Context: an optimization exercise on an open-source flow, tuned for small area and a short achievable clock period. The choices shown serve that exercise and are no tape-out recipe. No functional check of the RTL was part of any run shown here. Power figures rest on the tool's default switching activity, not on a simulated workload.

[flow/config.mk]
export PLATFORM = sky130hd
export DESIGN_NAME = wlcTop
export DESIGN_NICKNAME = wlcTop
export VERILOG_FILES = /design/flow/design.v
export SDC_FILE = /design/flow/constraint.sdc
export NUM_CORES = 4
export LEC_CHECK = 0
export CAP_MARGIN = 20
export CORE_MARGIN = 2
export CORE_UTILIZATION = 65
export SLEW_MARGIN = 20
[flow/constraint.sdc]
create_clock -name core_clock -period 45.0 [get_ports {clk}]
set_input_delay 9.0000 -clock core_clock [delete_from_list [all_inputs] [get_ports {clk}]]
set_output_delay 9.0000 -clock core_clock [all_outputs]
set_load 0.01 [all_outputs]
[flow/design.v]
package wlcPkg;
    localparam logic [2:0] FmtUnknown = 3'd0;
    localparam logic [2:0] FmtCompute = 3'd1;
    localparam logic [2:0] FmtMemory  = 3'd2;
    localparam logic [2:0] FmtControl = 3'd3;
    localparam logic [2:0] FmtMixed   = 3'd4;
    localparam logic [2:0] FmtIdle    = 3'd5;
    localparam logic [6:0] OpAluReg = 7'b0110011;   
    localparam logic [6:0] OpAluImm = 7'b0010011;
    localparam logic [6:0] OpLoad   = 7'b0000011;   
    localparam logic [6:0] OpStore  = 7'b0100011;
    localparam logic [6:0] OpBranch = 7'b1100011;   
    localparam logic [6:0] OpJal    = 7'b1101111;
    localparam logic [6:0] OpJalr   = 7'b1100111;
    localparam int DefWindowLen     = 16;
    localparam int DefIdleLimit     = 24;
    localparam int DefFifoDepth     = 4;
    localparam int DefConfThreshold = 4;
    localparam int EntryW = 25;
endpackage
module opcodeWindow (
    input  logic                        clk,
    input  logic                        reset,
    input  logic [7:0]                  instr,
    input  logic                        canSend,
    output logic [wlcPkg::EntryW-1:0]   pushData,
    output logic                        push,
    output logic [15:0]                 droppedWindows
);
    logic       valid;
    logic [6:0] opcode;
    logic       isCompute, isMem, isControl;
    logic       ended;         
    logic [3:0] total;         
    logic [3:0] totalEff;
    logic [4:0] idleSeq;       
    logic       vCompute, vMem, vControl;    
    logic windowFull, idleFire, windowEnd;
    assign valid  = instr[7];
    assign opcode = instr[6:0];
    assign isCompute = (opcode == wlcPkg::OpAluReg) || (opcode == wlcPkg::OpAluImm);
    assign isMem     = (opcode == wlcPkg::OpLoad) || (opcode == wlcPkg::OpStore);
    assign isControl = (opcode == wlcPkg::OpBranch) || (opcode == wlcPkg::OpJal) ||
                       (opcode == wlcPkg::OpJalr);
    assign totalEff   = ended ? 4'd0 : total;
    assign windowFull = valid && (totalEff == 4'd15);
    assign idleFire   = !valid && (idleSeq == 5'd31);
    assign windowEnd  = windowFull || idleFire;
    always_ff @(posedge clk) begin
        if (!reset) begin
            ended          <= 1'b1;
            idleSeq        <= 5'd8;
            push           <= 1'b0;
            droppedWindows <= '0;
        end else begin
            ended   <= windowEnd;
            if (valid) begin
                idleSeq <= 5'd8;
            end else if (idleSeq != 5'd0) begin
                idleSeq <= idleSeq + 5'd1;
            end
            push    <= windowEnd && canSend;
            if (windowEnd && !canSend) begin
                droppedWindows <= droppedWindows + 16'd1;
            end
        end
    end
    logic [7:0] computeY, memY, controlY;
    logic       computeOdd, memOdd, controlOdd;
    logic [7:0] computeYInc, memYInc, controlYInc;
    logic [7:0] computeYNext, memYNext, controlYNext;
    logic       computeOddNext, memOddNext, controlOddNext;
    assign computeYInc = computeY + (vCompute ? {4'd0, 3'b110, computeOdd} : 8'd0);
    assign memYInc     = memY + (vMem ? {4'd0, 3'b110, memOdd} : 8'd0);
    assign controlYInc = controlY + (vControl ? {4'd0, 3'b110, controlOdd} : 8'd0);
    assign computeYNext   = ended ? 8'd0 : computeYInc;
    assign memYNext       = ended ? 8'd0 : memYInc;
    assign controlYNext   = ended ? 8'd0 : controlYInc;
    assign computeOddNext = !ended && (computeOdd ^ vCompute);
    assign memOddNext     = !ended && (memOdd ^ vMem);
    assign controlOddNext = !ended && (controlOdd ^ vControl);
    logic [7:0]  divY;
    logic        divOdd;
    logic [7:0]  dividendLow;
    logic [3:0]  remCur;
    logic [4:0]  rem2;
    logic        qBit;
    logic [3:0]  rem;
    logic [22:0] quot;
    logic [23:0] tolls;
    always_comb begin
        case (idleSeq[4:3])
            2'd1:    begin divY = computeYNext; divOdd = computeOddNext; end
            2'd2:    begin divY = memYNext;     divOdd = memOddNext;     end
            default: begin divY = controlYNext; divOdd = controlOddNext; end
        endcase
    end
    assign dividendLow = {divY[3:0], divOdd, 3'd0};
    assign remCur   = (idleSeq[2:0] == 3'd0) ? divY[7:4] : rem;
    assign rem2     = {remCur, dividendLow[3'd7 - idleSeq[2:0]]};
    assign qBit     = (totalEff != 4'd0) && (rem2 >= 5'(totalEff));
    assign tolls    = {quot, qBit};
    always_ff @(posedge clk) begin
        total      <= valid ? totalEff + 4'd1 : totalEff;
        vCompute   <= valid && isCompute;
        vMem       <= valid && isMem;
        vControl   <= valid && isControl;
        computeOdd <= computeOddNext;
        memOdd     <= memOddNext;
        controlOdd <= controlOddNext;
        if (idleFire) begin
            computeY <= tolls[23:16];
            memY     <= tolls[15:8];
            controlY <= tolls[7:0];
        end else begin
            computeY <= computeYNext;
            memY     <= memYNext;
            controlY <= controlYNext;
        end
        rem  <= qBit ? 4'(rem2 - 5'(totalEff)) : rem2[3:0];
        quot <= tolls[22:0];
    end
    assign pushData = {computeYInc, memYInc, controlYInc, !idleSeq[3]};
endmodule
module summaryFifo (
    input  logic                        clk,
    input  logic                        reset,
    input  logic                        push,
    input  logic [wlcPkg::EntryW-1:0]   pushData,
    input  logic                        pop,
    output logic [wlcPkg::EntryW-1:0]   headData,
    output logic                        headValid,
    output logic                        canSend,
    output logic                        creditReturn
);
    logic [wlcPkg::EntryW-1:0] mem [4];
    logic [2:0] rdPtr;     
    logic [2:0] wrPtr;
    logic [2:0] queued;
    assign headData  = mem[rdPtr[1:0]];
    assign headValid = (rdPtr != wrPtr);
    assign queued    = wrPtr - rdPtr;
    assign canSend   = (queued + 3'(push) + 3'(creditReturn)) < 3'd4;
    always_ff @(posedge clk) begin
        if (!reset) begin
            rdPtr        <= '0;
            wrPtr        <= '0;
            creditReturn <= 1'b0;
        end else begin
            creditReturn <= pop;
            if (push) wrPtr <= wrPtr + 3'd1;
            if (pop)  rdPtr <= rdPtr + 3'd1;
        end
    end
    always_ff @(posedge clk) begin
        if (push) begin
            mem[wrPtr[1:0]] <= pushData;
        end
    end
endmodule
module formatDecider (
    input  logic                        clk,
    input  logic                        reset,
    input  logic [wlcPkg::EntryW-1:0]   headData,
    input  logic                        headValid,
    input  logic                        resultReady,
    output logic                        pop,
    output logic [30:0]                 result,
    output logic                        resultValid,
    output logic                        classificationValid,
    output logic [15:0]                 classificationCount
);
    logic [7:0] computeToll, memToll, controlToll;
    logic       idle;
    logic [1:0] busyClasses;
    logic [2:0] nextFormat;
    logic [3:0] baseConf;
    logic [3:0] nextConf;
    logic [2:0] format;
    logic [3:0] confidence;
    assign {computeToll, memToll, controlToll, idle} = headData;
    assign format     = result[30:28];
    assign confidence = result[27:24];
    assign busyClasses = 2'(computeToll > 8'd50) + 2'(memToll > 8'd50) +
                         2'(controlToll > 8'd50);
    always_comb begin
        if (idle) begin
            nextFormat = wlcPkg::FmtIdle;
            baseConf   = 4'd8;
        end else if (computeToll > 8'd150) begin
            nextFormat = wlcPkg::FmtCompute;
            baseConf   = 4'd7;
        end else if (memToll > 8'd150) begin
            nextFormat = wlcPkg::FmtMemory;
            baseConf   = 4'd7;
        end else if (controlToll > 8'd150) begin
            nextFormat = wlcPkg::FmtControl;
            baseConf   = 4'd7;
        end else if (busyClasses >= 2'd2) begin
            nextFormat = wlcPkg::FmtMixed;
            baseConf   = 4'd6;
        end else begin
            nextFormat = wlcPkg::FmtUnknown;
            baseConf   = 4'd4;
        end
    end
    always_comb begin
        if (nextFormat == format && nextFormat != wlcPkg::FmtUnknown) begin
            nextConf = (confidence > 4'd13) ? 4'd15 : confidence + 4'd2;
        end else begin
            nextConf = baseConf;
        end
    end
    assign pop = headValid && (!resultValid || resultReady);
    always_ff @(posedge clk) begin
        if (!reset) begin
            result              <= '0;
            resultValid         <= 1'b0;
            classificationValid <= 1'b0;
            classificationCount <= '0;
        end else begin
            if (pop) begin
                result              <= {nextFormat, nextConf, computeToll, memToll, controlToll};
                resultValid         <= 1'b1;
                classificationValid <= (nextFormat != wlcPkg::FmtUnknown);
                classificationCount <= classificationCount + 16'd1;
            end else if (resultReady) begin
                resultValid <= 1'b0;
            end
        end
    end
endmodule
module wlcTop #(
    parameter int WindowLen     = wlcPkg::DefWindowLen,
    parameter int IdleLimit     = wlcPkg::DefIdleLimit,
    parameter int FifoDepth     = wlcPkg::DefFifoDepth,
    parameter int ConfThreshold = wlcPkg::DefConfThreshold
) (
    input  logic                 clk,
    input  logic                 reset,
    input  logic [7:0]           instr,    
    input  logic                 resultReady,
    output logic [30:0]          result,   
    output logic                 resultValid,
    output logic                 classificationValid,
    output logic [15:0]          classificationCount,
    output logic [15:0]          droppedWindows
);
    logic [wlcPkg::EntryW-1:0] pushData;
    logic [wlcPkg::EntryW-1:0] headData;
    logic push;
    logic headValid;
    logic pop;
    logic creditReturn;
    logic canSend;
    opcodeWindow u_window (
        .clk            (clk),
        .reset          (reset),
        .instr          (instr),
        .canSend        (canSend),
        .pushData       (pushData),
        .push           (push),
        .droppedWindows (droppedWindows)
    );
    summaryFifo u_fifo (
        .clk          (clk),
        .reset        (reset),
        .push         (push),
        .pushData     (pushData),
        .pop          (pop),
        .headData     (headData),
        .headValid    (headValid),
        .canSend      (canSend),
        .creditReturn (creditReturn)
    );
    formatDecider u_decider (
        .clk                 (clk),
        .reset               (reset),
        .headData            (headData),
        .headValid           (headValid),
        .resultReady         (resultReady),
        .pop                 (pop),
        .result              (result),
        .resultValid         (resultValid),
        .classificationValid (classificationValid),
        .classificationCount (classificationCount)
    );
endmodule
[flow/flow/run.sh]
#!/bin/bash
# Standard synthesis, then its combinational logic re-mapped for area (the
# flip-flops untouched), then the standard layout with plain buf_1 port
# buffers, a clock tree of fewer leaf clusters, and timing repair aimed well
# past the clock period's needs so the port paths get sized.
set -euo pipefail
ARGS=(
  "BUFFER_PORTS_ARGS=-buffer_cell sky130_fd_sc_hd__buf_1"
  "CTS_ARGS=-sink_clustering_enable -repair_clock_nets -buf_list sky130_fd_sc_hd__clkbuf_8 -sink_clustering_size 20 -sink_clustering_max_diameter 50 -dont_use_dummy_load"
  SETUP_SLACK_MARGIN=34.9
)
bash standard.sh "${ARGS[@]}" synth > synth.log 2>&1
RES=orfs/results/$FLOW_PLATFORM/wlcTop/base
cp $RES/1_2_yosys.v standard_synth.v
RESYN_INPUT=standard_synth.v RESYN_NETLIST=resyn.v yosys -c flow/resyn.tcl > resyn.log 2>&1
cp resyn.v $RES/1_2_yosys.v
rm -f $RES/1_synth.odb
bash standard.sh "${ARGS[@]}" finish > standard.log 2>&1
[flow/flow/resyn.abc]
strash
&get -n
&deepsyn -T 60
&put
dch -f
amap
topo
[flow/flow/resyn.tcl]
# Re-maps the combinational logic of the standard synthesis netlist for area.
# Every flip-flop instance stays as the standard synthesis made it: same cell
# type, same instance name, same connections. The gates fed (through gates
# only) by the data inputs stay as the standard synthesis mapped them too, so
# the port-to-register paths keep their speed-mapped structure.
set lib $::env(FLOW_HOME)/platforms/sky130hd/lib/sky130_fd_sc_hd__tt_025C_1v80.lib
set top $::env(FLOW_TOP)
set dont_use {sky130_fd_sc_hd__probe_p_8 sky130_fd_sc_hd__probec_p_8 sky130_fd_sc_hd__lpflow_bleeder_1 sky130_fd_sc_hd__lpflow_clkbufkapwr_1 sky130_fd_sc_hd__lpflow_clkbufkapwr_16 sky130_fd_sc_hd__lpflow_clkbufkapwr_2 sky130_fd_sc_hd__lpflow_clkbufkapwr_4 sky130_fd_sc_hd__lpflow_clkbufkapwr_8 sky130_fd_sc_hd__lpflow_clkinvkapwr_1 sky130_fd_sc_hd__lpflow_clkinvkapwr_16 sky130_fd_sc_hd__lpflow_clkinvkapwr_2 sky130_fd_sc_hd__lpflow_clkinvkapwr_4 sky130_fd_sc_hd__lpflow_clkinvkapwr_8 sky130_fd_sc_hd__lpflow_decapkapwr_12 sky130_fd_sc_hd__lpflow_decapkapwr_3 sky130_fd_sc_hd__lpflow_decapkapwr_4 sky130_fd_sc_hd__lpflow_decapkapwr_6 sky130_fd_sc_hd__lpflow_decapkapwr_8 sky130_fd_sc_hd__lpflow_inputiso0n_1 sky130_fd_sc_hd__lpflow_inputiso0p_1 sky130_fd_sc_hd__lpflow_inputiso1n_1 sky130_fd_sc_hd__lpflow_inputiso1p_1 sky130_fd_sc_hd__lpflow_inputisolatch_1 sky130_fd_sc_hd__lpflow_isobufsrc_1 sky130_fd_sc_hd__lpflow_isobufsrc_16 sky130_fd_sc_hd__lpflow_isobufsrc_2 sky130_fd_sc_hd__lpflow_isobufsrc_4 sky130_fd_sc_hd__lpflow_isobufsrc_8 sky130_fd_sc_hd__lpflow_isobufsrckapwr_16 sky130_fd_sc_hd__lpflow_lsbuf_lh_hl_isowell_tap_1 sky130_fd_sc_hd__lpflow_lsbuf_lh_hl_isowell_tap_2 sky130_fd_sc_hd__lpflow_lsbuf_lh_hl_isowell_tap_4 sky130_fd_sc_hd__lpflow_lsbuf_lh_isowell_4 sky130_fd_sc_hd__lpflow_lsbuf_lh_isowell_tap_1 sky130_fd_sc_hd__lpflow_lsbuf_lh_isowell_tap_2 sky130_fd_sc_hd__lpflow_lsbuf_lh_isowell_tap_4 sky130_fd_sc_hd__fill_1 sky130_fd_sc_hd__fill_2 sky130_fd_sc_hd__fill_4 sky130_fd_sc_hd__fill_8 }
set du_args {}
foreach c $dont_use { lappend du_args -dont_use $c }

yosys read_liberty -ignore_miss_func $lib
yosys blackbox sky130_fd_sc_hd__*df* sky130_fd_sc_hd__*dl*
yosys read_verilog $::env(RESYN_INPUT)
yosys hierarchy -top $top
yosys design -save orig
yosys cd $top
yosys delete t:sky130_fd_sc_hd__*df* t:sky130_fd_sc_hd__*dl*
yosys select -write input_cone.txt i:* i:clk %d %co200 c:* %i
yosys cd
yosys design -load orig
yosys select -read input_cone.txt
yosys setattr -set keep_hierarchy 1
yosys select -clear
yosys flatten
yosys opt_clean -purge
yosys rename -hide w:*.*
yosys tee -o resyn_before.txt stat -liberty $lib
yosys cd $top
yosys abc -liberty $lib {*}$du_args -script flow/resyn.abc
yosys opt_clean -purge
yosys splitnets
yosys opt_clean -purge
yosys hilomap -singleton -hicell sky130_fd_sc_hd__conb_1 HI -locell sky130_fd_sc_hd__conb_1 LO
yosys insbuf -buf sky130_fd_sc_hd__buf_4 A X
yosys opt_clean -purge
yosys cd
yosys setattr -unset keep_hierarchy $top/c:*
yosys blackbox sky130_fd_sc_hd__*
yosys tee -o resyn_after.txt stat -liberty $lib
yosys write_verilog -noattr -nohex -nodec $::env(RESYN_NETLIST)
[flow/standard.sh]
#!/bin/bash
# synth_recipe.tcl (not shown) runs the flow's synth.tcl, then flattens the netlist and writes it again
# the make line also repeats each setting of config.mk as NAME=value (left out here)
make -C /OpenROAD-flow-scripts/flow DESIGN_CONFIG=/design/flow/config.mk WORK_HOME=/design/flow/orfs CLKGATE_MAP_FILE= SYNTH_SCRIPT=/design/flow/synth_recipe.tcl "${@:-finish}"
==> flow_summary.toml, run 1 <==
[outcome]
status = "no timing/DRC/antenna violations"

[timing]
setup_viol = 0
rsz0062_at_grt = "true"
max_freq_ghz = 0.0996
worst_pin_slew_ps = 1000
timing.hold.ws_ps = 337
post-route-period-util = 0.223
period_needed_ps = 10040
relSlewSlack = 0.324
hold_viol = 0
tns_ps = 0
final.setup_skew_ps = 67.4
drv_slew = 0

[finish]
area_delta_synth_final_pct = 10.9
diodes = 0
nets = 1005
fin_cells = 1172
layout-drive-gt1-share = 0.101
utilization = 0.739

[setup_path]
path_class = "register to output pin"
critical_path_buf_inv_count = 1
slowest_delay_ps = 400
end_kind = "output pin"
cp_slowest_cell = "dfxtp_1"
cp-startpoint = "u_window.droppedWindows[12]"
crit_chain = "clkbuf_2"
crit_fanout = 5
cp_top_family = "flip-flops"
cp.arrival_ps = 1040
required_ps = 36000
ff2ff_setup_slack_ps = 40080
start_kind = "register"

[cts]
numCtsBuffers = 21
numClockSinks = 242
htreeDepth = 1
clk_latency_ps = 540
cts_hold_buf = 0
cts_tree = "built"
cts_root_buf = "clkbuf_8"
clk_pin_slew_ps = 110
clockBufferDepth = 3

[power_and_ir_drop]
p_leak_nw = 3.51
peakVddDrop_v = 0.0000298
power_density_nw_per_um2 = 41.0

[logic_synthesis]
synth.avg_cell_area_um2 = 10.3
synthCells = 903
syn-cell-area_um2 = 9280
syn_nets = 914
ys_warn_count = 3

[placement]
port_buffers = 75
place_inst = 1143
place_hpwl_um = 13300
gp_congestion = 0.849

[detailed_routing]
num_vias = 6883
drc = 0
drt-initial-drc-count = 474
drtAntennaViolNets = 0
routed_via_density = 5.87
wl_per_cell_um = 17.1
drtPass1Iterations = 5
wirelength_um = 20100

[floorplanning]
num_rows = 43
fp.coreArea_um2 = 13900
io_pins = 76
initial_core_util = 0.666
dieWidth_um = 123
dieHeight_um = 123
die_area_um2 = 15200

[min_path]
hp-class = "register to register"
hold_start = "u_window.quot[4]"

[global_route]
first_global_vias = 6351
antenna_found_initial = 0
grt_pass1_wl_um = 31200
grtUsageTotal = 0.264
grt_max_degree = 68
overflow = 0

[flow_run]
cap_violations = 0
[worst paths after layout]
kind | to | cells past startpoint
worst max register to register | u_decider.result[25] | 15
worst max-delay path | droppedWindows[12] | 1
worst min-delay path | u_window.quot[5] | 0
worst min register to register | u_window.quot[5] | 0
[repair_timing]
item / in CTS / in global routing
gates cloned: 1 / 1
pin swaps: 1 / 1
gates resized for setup: 21 / 31
setup endpoints to repair: 37 / 37
buffers inserted: 3 / 3
[layout make-up]
cell class | instances | area (µm²)
timing repair buffer | 88 | 435
tap | 180 | 225
clock buffer | 21 | 289
multi-input combinational | 578 | 3230
inverter | 63 | 239
fill | 1032 | 3640
sequential | 242 | 5880
[registers in the layout, indices dropped and copies added, names as in the netlist, 3 cells and up, named ones only]
signal	flops
u_window.total	4
u_fifo.mem	100
u_fifo.rdPtr	3
u_fifo.wrPtr	3
u_window.droppedWindows	16
u_window.memY	8
u_window.rem	4
u_window.idleSeq	5
u_window.controlY	8
u_decider.result	31
u_window.quot	23
u_window.computeY	8
u_decider.classificationCount	16
[power breakdown]
part	internal, mW	switching, mW	leakage [nW]	total (mW)
sequential	0.239	0.00828	2.10	0.247
combinational	0.0242	0.0450	1.27	0.0691
clock	0.0419	0.0633	0.151	0.105
[stage by stage]
| stage | setup WS, ps | cell area (µm²) | power [mW] |
|---|---|---|---|
| after floorplan | 34760 | 9360 | 0.297 |
| after detailed placement | 33880 | 9830 | 0.316 |
| after CTS | 34900 | 10200 | 0.419 |
| final | 34960 | 10300 | 0.422 |
| after global routing | 34890 | 10300 | 0.441 |
| after global placement | 34010 | 9830 | 0.313 |
[routing by layer]
metal | global-route usage | part of all wire | vias up
li1 | - | - | 3346
met1 | 0.359 | 0.43 | 3242
met2 | 0.442 | 0.48 | 259
met3 | 0.0392 | 0.065 | 36
met4 | 0.0810 | 0.022 | 0
met5 | 0 | 0 | -
[layout by cell type (no fill, tap or decap), drive strengths merged, types with 11 or more instances in the layout]
cell / count
o21ai: 59
nor3: 17
edfxtp: 100
o22ai: 34
a21oi: 52
a22o: 18
nand2: 130
and2: 11
clkinv: 62
clkbuf: 42
buf: 67
nor2b: 12
nor2: 107
dfxtp: 142
xor2: 18
xnor2: 13
==> run 2, diff against run 1 <==
==> flow/flow/resyn.abc (replaced) <==
strash
&get -n
&deepsyn -T 20
&put
dch -f
amap
&get -n
&dch
&nf -R 1000
&put
topo
--- a/flow/config.mk
+++ b/flow/config.mk
@@ -7,5 +7,5 @@
 export LEC_CHECK = 0
 export CAP_MARGIN = 20
 export CORE_MARGIN = 2
-export CORE_UTILIZATION = 65
+export CORE_UTILIZATION = 70
 export SLEW_MARGIN = 20
==> flow_summary.toml, run 2 <==
[timing]
rsz0062_at_grt = "true"
max_freq_ghz = 0.0994
period_needed_ps = 10060
relSlewSlack = 0.321
hold_viol = 0
setup_viol = 0
final.setup_skew_ps = 65.9
post-route-period-util = 0.224
drv_slew = 0
tns_ps = 0
worst_pin_slew_ps = 1020

[power_and_ir_drop]
combPwrFrac = 0.087
switchingPower_mw = 0.0920
peakVddDrop_v = 0.0000269
seqPwrFrac = 0.645
power_density_nw_per_um2 = 37.4
clockPowerShare = 0.268
switching_share = 0.242
p_leak_nw = 3.43
internal_power_mw = 0.288

[cts]
cts_root_buf = "clkbuf_8"
cts_hold_buf = 0
numClockSinks = 242
numCtsBuffers = 19
clockBufferDepth = 3
htreeDepth = 1
clk_latency_ps = 540
clk_pin_slew_ps = 110
cts_tree = "built"

[logic_synthesis]
syn-cell-area_um2 = 9280
syn_nets = 871
synthCells = 860
synth.avg_cell_area_um2 = 10.8
ys_warn_count = 3

[global_route]
grt_pass1_wl_um = 31400
first_global_vias = 6489
grt_max_degree = 68
grtUsageTotal = 0.277
overflow = 0
antenna_found_initial = 0

[floorplanning]
initial_core_util = 0.709
num_rows = 42
dieWidth_um = 119
die_area_um2 = 14200
fp.coreArea_um2 = 13100
dieHeight_um = 119
io_pins = 76

[setup_path]
end_kind = "output pin"
r2r_end = "u_decider.result[25]"
path_class = "register to output pin"
cp_top_family = "flip-flops"
cp.arrival_ps = 1060
crit_fanout = 6
crit_chain = "buf_1"
cp_slowest_cell = "dfxtp_2"
reg2regPathDepth = 12
start_kind = "register"
ff2ff_setup_slack_ps = 41070
critical_path_buf_inv_count = 1
required_ps = 36000
slowest_delay_ps = 410

[detailed_routing]
wirelength_um = 19500
drt-initial-drc-count = 526
num_vias = 6682
drtAntennaViolNets = 0
drc = 0
drtPass1Iterations = 5
routed_via_density = 5.98
wl_per_cell_um = 17.4

[finish]
diodes = 0
largest_reg_flops = 100
final_common_cell = "nand2_1"
area_delta_synth_final_pct = 9.56
fill_cells = 846
fin_cells = 1118
final_cell_mix = "139 x nand2_1, 118 x dfxtp_1, 100 x edfxtp_1"
nets = 955
layout-drive-gt1-share = 0.0839

[outcome]
status = "no timing/DRC/antenna violations"

[flow_run]
cap_violations = 0

[placement]
gp_congestion = 0.859
place_inst = 1097
place_hpwl_um = 13100
port_buffers = 75

[min_path]
hold_start = "u_window.quot[19]"
min_path_cells = 0
hp-class = "register to register"
min_to = "u_window.quot[20]"
==> run 2: worst max-delay path by stage <==
stage	end	start	cells past startpoint	slack (ps)
5_1_grt	classificationCount[5]	u_decider.classificationCount[5]	1	34890
6_report	result[25]	u_decider.result[25]	1	34940
3_5_place_dp	u_window.droppedWindows[14]	instr[7]	7	33930
4_1_cts	droppedWindows[3]	u_window.droppedWindows[3]	1	34900
2_1_floorplan	u_window.droppedWindows[12]	instr[7]	7	34760
3_3_place_gp	u_window.droppedWindows[14]	instr[7]	7	34010
==> run 2: area by class of cell <==
| cell class | count | area, µm² | share of cell area |
|---|---|---|---|
| tap | 176 | 220 | 0.0217 |
| sequential | 242 | 5880 | 0.579 |
| clock buffer | 19 | 262 | 0.0257 |
| multi-input combinational | 580 | 3380 | 0.333 |
| inverter | 18 | 70.1 | 0.00689 |
| timing repair buffer | 83 | 352 | 0.0346 |
==> run 2: what timing repair did <==
action	CTS	global route
setup buffers	1	0
cloned	1	0
pin swaps	0	1
resized for setup	14	25
setup endpoints to repair	45	34
==> run 2: per-layer routing <==
| layer | share of wire | track usage | vias to the layer above |
|---|---|---|---|
| met5 | 0 | 0 | - |
| met2 | 0.48 | 0.467 | 244 |
| met4 | 0.031 | 0.105 | 0 |
| met1 | 0.43 | 0.370 | 3180 |
| li1 | - | - | 3212 |
| met3 | 0.064 | 0.0326 | 46 |
==> run 2: metrics by stage <==
step | setup slack, ps | hold slack [ps] | instance area [µm²] | total power, mW | utilization
2_1_floorplan | 34760 | 331 | 9360 | 0.271 | -
3_3_place_gp | 34010 | 337 | 9820 | 0.281 | 0.751
3_5_place_dp | 33930 | 339 | 9820 | 0.282 | 0.751
4_1_cts | 34900 | 311 | 10100 | 0.380 | 0.773
5_1_grt | 34890 | 315 | 10200 | 0.394 | 0.777
6_report | 34940 | 317 | 10200 | 0.380 | 0.777
==> run 2: power groups by stage <==
stage / Sequential (mW) / Clock [mW] / Combinational, mW
2_1_floorplan: 0.251 / 0 / 0.0203
3_3_place_gp: 0.249 / 0 / 0.0315
3_5_place_dp: 0.250 / 0 / 0.0325
4_1_cts: 0.245 / 0.102 / 0.0328
5_1_grt: 0.247 / 0.111 / 0.0367
6_report: 0.245 / 0.102 / 0.0330

-- what the ideal ports hide --
No port has a modelled driver above. Below, the same layouts with a new extraction and two added sets of constraints. Step 1: set_driving_cell puts a clkbuf_16 on clk and a buf_2 on each other input, an assumption about the parent block. Step 2 times the ports against the registers' clock, not the clock port: input delays grow and output delays shrink by t, the midpoint of the rising clock arrivals with the driver on. Three values: no drivers, after step 1, after step 2; two values: the first two.
run	t (ns)	slack for setup (ns)	slew at the worst register clock pin (ns)
run 1	0.542	34.958 / 34.918 / 34.466	0.11 / 0.11
run 2	0.549	34.937 / 34.898 / 34.509	0.11 / 0.11
After both steps setup and hold are still met in every run listed. The setup slack of run 1, which loses most, moves by -0.040 ns with the drivers and by -0.492 ns with both steps.
